Background: an optimization exercise with open tools, aiming at small area. Do not read the settings as production practice. Only simulation tests tie the RTL to the original design; equivalence was not proved. Power figures rest on the tool's default switching activity, not on a simulated workload.

==> flow/design.v <==
`default_nettype none
`timescale 1ns/100ps
package uart_proto_pkg;
    localparam logic [7:0] SOF_BYTE  = 8'hA5;   
    localparam logic [7:0] CMD_RESET = 8'hFF;   
    typedef enum logic [1:0] {
        SIZE_BYTE = 2'd0,
        SIZE_HALF = 2'd1,
        SIZE_WORD = 2'd2,
        SIZE_RSVD = 2'd3     
    } size_e;
    typedef struct packed {
        logic       rw;      
        logic       inc;     
        size_e      size;
        logic [3:0] len;     
    } cmd_fields_t;
    typedef enum logic [1:0] {
        FLD_CMD  = 2'd0,
        FLD_ADDR = 2'd1,
        FLD_DATA = 2'd2,
        FLD_CRC  = 2'd3
    } field_e;
endpackage
`default_nettype wire
`default_nettype none
`timescale 1ns/100ps
package parser_status_pkg;
    typedef enum logic [7:0] {
        ST_OK      = 8'h00,
        ST_CRC_ERR = 8'h01,
        ST_CMD_INV = 8'h02      
    } status_e;
    localparam int MAX_DATA_BYTES = 64;
    localparam int DATA_COUNT_W = 7;
endpackage
`default_nettype wire
`default_nettype none
`timescale 1ns/100ps
module uart_frame_parser (
    input  wire          clk,
    input  wire          rst,
    input  wire  [7:0]   rx_data,
    input  wire          rx_valid,
    output logic         rx_ready,
    output logic         frame_valid,
    input  wire          frame_ready,
    output logic [7:0]   frame_cmd,
    output logic [31:0]  frame_addr,
    output logic [511:0] frame_data,
    output logic [6:0]   frame_count,
    output logic [7:0]   frame_status,
    output logic         soft_reset
);
    typedef enum logic [2:0] {
        S_HUNT = 3'd0,
        S_CMD  = 3'd1,
        S_ADDR = 3'd2,
        S_DATA = 3'd3,
        S_CRC  = 3'd4,
        S_SHOW = 3'd5      
    } state_t;
    state_t      state;
    logic        done;        
    logic        hunt;        
    logic [7:0]  cmd_q;
    logic [7:0]  crc_q;       
    logic [6:0]  cnt_q;       
    logic [31:0] addr_q;
    logic [511:0] data_q;
    logic        accept;
    logic        is_cmd;
    logic [7:0]  crc_next;
    logic        no_data;
    logic [5:0]  last_idx;    
    logic        crc_zero;
    logic        good_reset;
    logic        cmd_inv;
    function automatic logic [7:0] crc8_next(input logic [7:0] crc, input logic [7:0] data);
        logic [7:0] c;
        c = crc ^ data;
        for (int i = 0; i < 8; i++) begin
            c = c[7] ? ((c << 1) ^ 8'h07) : (c << 1);
        end
        crc8_next = c;
    endfunction
    logic        take;
    assign done     = (state == S_SHOW);
    assign hunt     = (state == S_HUNT) || done;
    assign rx_ready = !done || frame_ready;
    assign accept   = rx_valid && rx_ready;
    assign take     = rx_valid;
    assign is_cmd   = (state == S_CMD);
    assign crc_next = crc8_next(is_cmd ? 8'h00 : crc_q, rx_data);
    assign no_data  = cmd_q[7] || (cmd_q[5:4] == 2'd3);
    always_comb begin
        case (cmd_q[5:4])
            2'd0:    last_idx = {2'b00, cmd_q[3:0]};
            2'd1:    last_idx = {1'b0, cmd_q[3:0], 1'b1};
            default: last_idx = {cmd_q[3:0], 2'b11};
        endcase
    end
    assign crc_zero   = (crc_q == 8'h00);
    assign good_reset = (cmd_q == 8'hFF) && crc_zero;
    assign frame_valid  = done && !good_reset;
    assign soft_reset   = done && good_reset;
    assign frame_cmd    = cmd_q;
    assign frame_addr   = addr_q;
    assign frame_data   = data_q;
    assign frame_count  = cnt_q;
    assign cmd_inv      = (cmd_q[5:4] == 2'd3) && (cmd_q != 8'hFF);
    assign frame_status = {6'b0, cmd_inv, !cmd_inv && !crc_zero};
    always_ff @(posedge clk) begin
        if (rst) begin
            state <= S_HUNT;
        end else begin
            if (hunt) begin
                if (accept && rx_data == 8'hA5) state <= S_CMD;
                else if (done && (frame_ready || good_reset)) state <= S_HUNT;
            end else if (take) begin
                case (state)
                    S_CMD:  state <= (rx_data == 8'hFF) ? S_CRC : S_ADDR;
                    S_ADDR: if (cnt_q[1:0] == 2'd3) state <= no_data ? S_CRC : S_DATA;
                    S_DATA: if (cnt_q[5:0] == last_idx) state <= S_CRC;
                    default: state <= S_SHOW;
                endcase
            end
        end
    end
    always_ff @(posedge clk) begin
        if (take && !hunt) begin
            crc_q <= crc_next;
            case (state)
                S_CMD:  begin
                    cmd_q <= rx_data;
                    cnt_q <= 7'd0;
                end
                S_ADDR: cnt_q[1:0] <= cnt_q[1:0] + 2'd1;
                S_DATA: cnt_q <= cnt_q + 7'd1;
                default: ;
            endcase
        end
    end
    logic        keep;        
    logic [3:0]  aw;          
    logic [63:0] dw;          
    assign keep = !(take && is_cmd);
    logic [7:0]  drow;
    logic [7:0]  dcol;
    always_comb begin
        for (int i = 0; i < 4; i++)
            aw[i] = take && (state == S_ADDR) && (cnt_q[1:0] == i[1:0]);
        for (int j = 0; j < 8; j++) begin
            drow[j] = take && (state == S_DATA) && (cnt_q[5:3] == j[2:0]);
            dcol[j] = (cnt_q[2:0] == j[2:0]);
        end
        for (int k = 0; k < 64; k++)
            dw[k] = drow[k / 8] && dcol[k % 8];
    end
    always_ff @(posedge clk) begin
        for (int i = 0; i < 4; i++)
            addr_q[8*i +: 8] <= (rx_data & {8{aw[i]}}) | (addr_q[8*i +: 8] & {8{keep}});
        for (int k = 0; k < 64; k++)
            data_q[8*k +: 8] <= (rx_data & {8{dw[k]}}) | (data_q[8*k +: 8] & {8{keep}});
    end
endmodule
`default_nettype wire
Settings: LEC_CHECK=0, ABC_AREA=1, CAP_MARGIN=20, CORE_MARGIN=2, CORE_UTILIZATION=65, SLEW_MARGIN=20; clock period 8.0 ns.
standard.sh (not shown) runs the stock make flow with config.mk's settings and CLKGATE_MAP_FILE= SYNTH_SCRIPT=/design/flow/synth_recipe.tcl, a recipe that flattens the netlist after the stock synthesis.
==> flow/flow/run.sh <==
#!/bin/bash
# Standard layout, with
#  - the port buffers made of the smallest buffer cell,
#  - over-sized logic gates with few loads downsized after placement resizing,
#  - a clock tree of clkbuf_8 leaves over clusters of about 16 registers, with no dummy loads.
set -euo pipefail
bash standard.sh \
  "BUFFER_PORTS_ARGS=-buffer_cell sky130_fd_sc_hd__buf_1" \
  "POST_RESIZE_TCL=$PWD/flow/downsize.tcl" \
  "CTS_ARGS=-sink_clustering_enable -repair_clock_nets -dont_use_dummy_load -buf_list {sky130_fd_sc_hd__clkbuf_8} -sink_clustering_size 16 -sink_clustering_max_diameter 50" \
  finish > make_finish.log 2>&1
==> flow/flow/downsize.tcl <==
# Sourced after the resize step of placement (POST_RESIZE_TCL).
# Synthesis sizes some logic gates for loads they do not have. Swap each logic
# gate that drives at most 16 pins for the size-1 (or size-0) cell of the same
# function, then let repair_design fix any slew or load it breaks.
# Registers, clock cells and tie cells are left as they are.
set db [ord::get_db]
set n 0
foreach inst [[ord::get_db_block] getInsts] {
  set mname [[$inst getMaster] getName]
  if {![regexp {^(sky130_fd_sc_hd__[a-z0-9]+)_([0-9]+)$} $mname -> base size]} continue
  if {[regexp {df|clk|conb|tap|fill|decap} $base]} continue
  set fanout 0
  foreach it [$inst getITerms] {
    if {[$it isOutputSignal] && [$it getNet] != "NULL"} {
      set fanout [llength [[$it getNet] getITerms]]
    }
  }
  if {$fanout > 16} continue
  foreach s {0 1} {
    if {$s >= $size} break
    set m [$db findMaster ${base}_$s]
    if {$m != "NULL"} {
      if {[$m getWidth] < [[$inst getMaster] getWidth]} {
        replace_cell [$inst getName] ${base}_$s
        incr n
      }
      break
    }
  }
}
puts "downsize.tcl: downsized $n instances"
estimate_parasitics -placement
repair_design_helper
The starting point passed the timing, design-rule and antenna checks.
Rerun with:
--- a/flow/design.v
+++ b/flow/design.v
@@ -56,14 +56,12 @@
         S_HUNT = 3'd0,
         S_CMD  = 3'd1,
         S_ADDR = 3'd2,
         S_DATA = 3'd3,
-        S_CRC  = 3'd4,
-        S_SHOW = 3'd5      
+        S_CRC  = 3'd4
     } state_t;
     state_t      state;
     logic        done;        
-    logic        hunt;        
     logic [7:0]  cmd_q;
     logic [7:0]  crc_q;       
     logic [6:0]  cnt_q;       
     logic [31:0] addr_q;
@@ -84,10 +82,8 @@
         end
         crc8_next = c;
     endfunction
     logic        take;
-    assign done     = (state == S_SHOW);
-    assign hunt     = (state == S_HUNT) || done;
     assign rx_ready = !done || frame_ready;
     assign accept   = rx_valid && rx_ready;
     assign take     = rx_valid;
     assign is_cmd   = (state == S_CMD);
@@ -112,35 +108,41 @@
     assign frame_status = {6'b0, cmd_inv, !cmd_inv && !crc_zero};
     always_ff @(posedge clk) begin
         if (rst) begin
             state <= S_HUNT;
+            done  <= 1'b0;
         end else begin
-            if (hunt) begin
+            if (done && (frame_ready || good_reset)) done <= 1'b0;
+            if (state == S_HUNT) begin
                 if (accept && rx_data == 8'hA5) state <= S_CMD;
-                else if (done && (frame_ready || good_reset)) state <= S_HUNT;
             end else if (take) begin
                 case (state)
                     S_CMD:  state <= (rx_data == 8'hFF) ? S_CRC : S_ADDR;
                     S_ADDR: if (cnt_q[1:0] == 2'd3) state <= no_data ? S_CRC : S_DATA;
                     S_DATA: if (cnt_q[5:0] == last_idx) state <= S_CRC;
-                    default: state <= S_SHOW;
+                    default: begin
+                        state <= S_HUNT;
+                        done  <= 1'b1;
+                    end
                 endcase
             end
         end
     end
     always_ff @(posedge clk) begin
-        if (take && !hunt) begin
+        if (take && state != S_HUNT) begin
             crc_q <= crc_next;
-            case (state)
-                S_CMD:  begin
-                    cmd_q <= rx_data;
-                    cnt_q <= 7'd0;
-                end
-                S_ADDR: cnt_q[1:0] <= cnt_q[1:0] + 2'd1;
-                S_DATA: cnt_q <= cnt_q + 7'd1;
-                default: ;
-            endcase
+            if (is_cmd) cmd_q <= rx_data;
         end
+    end
+    logic [1:0] cnt_lo;
+    logic [4:0] cnt_hi;
+    logic       cnt_up;
+    assign cnt_up = take && (state == S_ADDR || state == S_DATA);
+    assign cnt_lo = cnt_q[1:0] + {1'b0, cnt_up};
+    assign cnt_hi = cnt_q[6:2] + {4'b0, cnt_up && (state == S_DATA) && (cnt_q[1:0] == 2'd3)};
+    always_ff @(posedge clk) begin
+        if (take && is_cmd) cnt_q <= 7'd0;
+        else                cnt_q <= {cnt_hi, cnt_lo};
     end
     logic        keep;        
     logic [3:0]  aw;          
     logic [63:0] dw;          
=>
- The changed run finished clean
- sequential share of layout area hardly moves
- hold slack is about the same
- worst setup slack got worse by 0.024 ns
- cell count does not change
- total power grows by a few percent
- utilization shrinks by 0.28 points
- combinational power grows by a quarter to a third
- global-route usage shrinks by 0.43 points
- via count shrinks slightly
- synthesized cell count shrinks slightly
- routed wire length shrinks slightly
- design area shrinks slightly

========
uart_frame_parser, a different RTL version from the one above (not shown whole).
Size in the first run: roughly 2,100 cells after synthesis, ~570 flip-flops, ~580 I/O pins, ~19,000 µm² of cells after synthesis.
==> module uart_frame_parser, before the edit <==
module uart_frame_parser (
    input  wire          clk,
    input  wire          rst,
    input  wire  [7:0]   rx_data,
    input  wire          rx_valid,
    output logic         rx_ready,
    output logic         frame_valid,
    input  wire          frame_ready,
    output logic [7:0]   frame_cmd,
    output logic [31:0]  frame_addr,
    output logic [511:0] frame_data,
    output logic [6:0]   frame_count,
    output logic [7:0]   frame_status,
    output logic         soft_reset
);
    typedef enum logic [2:0] {
        S_HUNT = 3'd0,
        S_CMD  = 3'd1,
        S_ADDR = 3'd2,
        S_DATA = 3'd3,
        S_CRC  = 3'd4
    } state_t;
    state_t      state;
    logic        done;        
    logic [7:0]  cmd_q;
    logic [7:0]  crc_q;       
    logic [6:0]  cnt_q;       
    logic [31:0] addr_q;
    logic [511:0] data_q;
    logic        accept;
    logic        is_cmd;
    logic [7:0]  crc_next;
    logic        no_data;
    logic [5:0]  last_idx;    
    logic        crc_zero;
    logic        good_reset;
    logic        cmd_inv;
    function automatic logic [7:0] crc8_next(input logic [7:0] crc, input logic [7:0] data);
        logic [7:0] c;
        c = crc ^ data;
        for (int i = 0; i < 8; i++) begin
            c = c[7] ? ((c << 1) ^ 8'h07) : (c << 1);
        end
        crc8_next = c;
    endfunction
    assign rx_ready = !done || frame_ready;
    assign accept   = rx_valid && rx_ready;
    assign is_cmd   = (state == S_CMD);
    assign crc_next = crc8_next(is_cmd ? 8'h00 : crc_q, rx_data);
    assign no_data  = cmd_q[7] || (cmd_q[5:4] == 2'd3);
    always_comb begin
        case (cmd_q[5:4])
            2'd0:    last_idx = {2'b00, cmd_q[3:0]};
            2'd1:    last_idx = {1'b0, cmd_q[3:0], 1'b1};
            default: last_idx = {cmd_q[3:0], 2'b11};
        endcase
    end
    assign crc_zero   = (crc_q == 8'h00);
    assign good_reset = (cmd_q == 8'hFF) && crc_zero;
    assign frame_valid  = done && !good_reset;
    assign soft_reset   = done && good_reset;
    assign frame_cmd    = cmd_q;
    assign frame_addr   = addr_q;
    assign frame_data   = data_q;
    assign frame_count  = cnt_q;
    assign cmd_inv      = (cmd_q[5:4] == 2'd3) && (cmd_q != 8'hFF);
    assign frame_status = {6'b0, cmd_inv, !cmd_inv && !crc_zero};
    always_ff @(posedge clk) begin
        if (rst) begin
            state <= S_HUNT;
            done  <= 1'b0;
        end else begin
            if (done && (frame_ready || good_reset)) done <= 1'b0;
            if (accept) begin
                case (state)
                    S_HUNT: if (rx_data == 8'hA5) state <= S_CMD;
                    S_CMD:  state <= (rx_data == 8'hFF) ? S_CRC : S_ADDR;
                    S_ADDR: if (cnt_q[1:0] == 2'd3) state <= no_data ? S_CRC : S_DATA;
                    S_DATA: if (cnt_q[5:0] == last_idx) state <= S_CRC;
                    default: begin
                        state <= S_HUNT;
                        done  <= 1'b1;
                    end
                endcase
            end
        end
    end
    always_ff @(posedge clk) begin
        if (accept) begin
            if (state != S_HUNT) crc_q <= crc_next;
            case (state)
                S_CMD:  begin
                    cmd_q <= rx_data;
                    cnt_q <= 7'd0;
                end
                S_ADDR: cnt_q[1:0] <= cnt_q[1:0] + 2'd1;
                S_DATA: cnt_q <= cnt_q + 7'd1;
                default: ;
            endcase
        end
    end
    logic        keep;        
    logic [3:0]  aw;          
    logic [63:0] dw;          
    assign keep = !(accept && is_cmd);
    always_comb begin
        for (int i = 0; i < 4; i++)
            aw[i] = accept && (state == S_ADDR) && (cnt_q[1:0] == i[1:0]);
        for (int k = 0; k < 64; k++)
            dw[k] = accept && (state == S_DATA) && (cnt_q[5:0] == k[5:0]);
    end
    always_ff @(posedge clk) begin
        for (int i = 0; i < 4; i++)
            addr_q[8*i +: 8] <= (rx_data & {8{aw[i]}}) | (addr_q[8*i +: 8] & {8{keep}});
        for (int k = 0; k < 64; k++)
            data_q[8*k +: 8] <= (rx_data & {8{dw[k]}}) | (data_q[8*k +: 8] & {8{keep}});
    end
endmodule
clock: 8.0 ns
lec_check: 0
abc_area: 1
cap_margin: 20
core_margin: 2
core_utilization: 65
slew_margin: 20
==> flow/flow/run.sh <==
#!/bin/bash
# Standard layout, with the port buffers made of the smallest buffer cell
# and a clock tree of clkbuf_8 leaves over clusters of about 16 registers,
# with no dummy loads.
set -euo pipefail
bash standard.sh \
  "BUFFER_PORTS_ARGS=-buffer_cell sky130_fd_sc_hd__buf_1" \
  "CTS_ARGS=-sink_clustering_enable -repair_clock_nets -dont_use_dummy_load -buf_list {sky130_fd_sc_hd__clkbuf_8} -sink_clustering_size 16 -sink_clustering_max_diameter 50" \
  finish > make_finish.log 2>&1
Rerun with:
--- a/flow/design.v
+++ b/flow/design.v
@@ -141,13 +141,19 @@
     logic        keep;        
     logic [3:0]  aw;          
     logic [63:0] dw;          
     assign keep = !(accept && is_cmd);
+    logic [7:0]  drow;
+    logic [7:0]  dcol;
     always_comb begin
         for (int i = 0; i < 4; i++)
             aw[i] = accept && (state == S_ADDR) && (cnt_q[1:0] == i[1:0]);
+        for (int j = 0; j < 8; j++) begin
+            drow[j] = accept && (state == S_DATA) && (cnt_q[5:3] == j[2:0]);
+            dcol[j] = (cnt_q[2:0] == j[2:0]);
+        end
         for (int k = 0; k < 64; k++)
-            dw[k] = accept && (state == S_DATA) && (cnt_q[5:0] == k[5:0]);
+            dw[k] = drow[k / 8] && dcol[k % 8];
     end
     always_ff @(posedge clk) begin
         for (int i = 0; i < 4; i++)
             addr_q[8*i +: 8] <= (rx_data & {8{aw[i]}}) | (addr_q[8*i +: 8] & {8{keep}});
What happened: The changed run finished clean; sequential share of layout area went up by 0.23 points; cell count is about the same; sequential cell count does not change; hold slack stays flat; total power hardly moves; clock-buffer cell count went up by 1; routed wire length went down slightly; first-iteration DRC count went down by a little under a tenth; non-clock buffer count does not change; global-route usage stays flat.

==> port drivers added, routing unchanged <==
How much do the figures lean on ideal ports? The routed layouts below were timed once more, with nothing changed but the port constraints.
Step 1 sets driving cells, clkbuf_16 on the clock port and buf_2 on the other inputs (assumed; they add their load-dependent delay and slew).
Step 2 also shifts input and output timing later by t, the mid clock arrival at the registers, as if the neighbouring blocks saw the same clock.
a / b / c = no drivers / after step 1 / after step 2; a / b = the first two.
run | shift t [ns] | slack for setup (ns) | worst register clock-pin slew, ns
the first run of note 1 | 0.616 | 3.779 / 3.779 / 3.513 | 0.10 / 0.10
the second run of note 1 | 0.633 | 3.755 / 3.705 / 3.457 | 0.10 / 0.10
the first run of note 2 | 0.625 | 4.048 / 4.066 / 3.441 | 0.10 / 0.10
the second run of note 2 | 0.617 | 4.118 / 4.125 / 3.508 | 0.10 / 0.10
After both steps setup and hold are still met in every run listed. The setup slack of the second run of note 2, which loses most, moves by +0.007 ns with the drivers and by -0.610 ns with both steps.
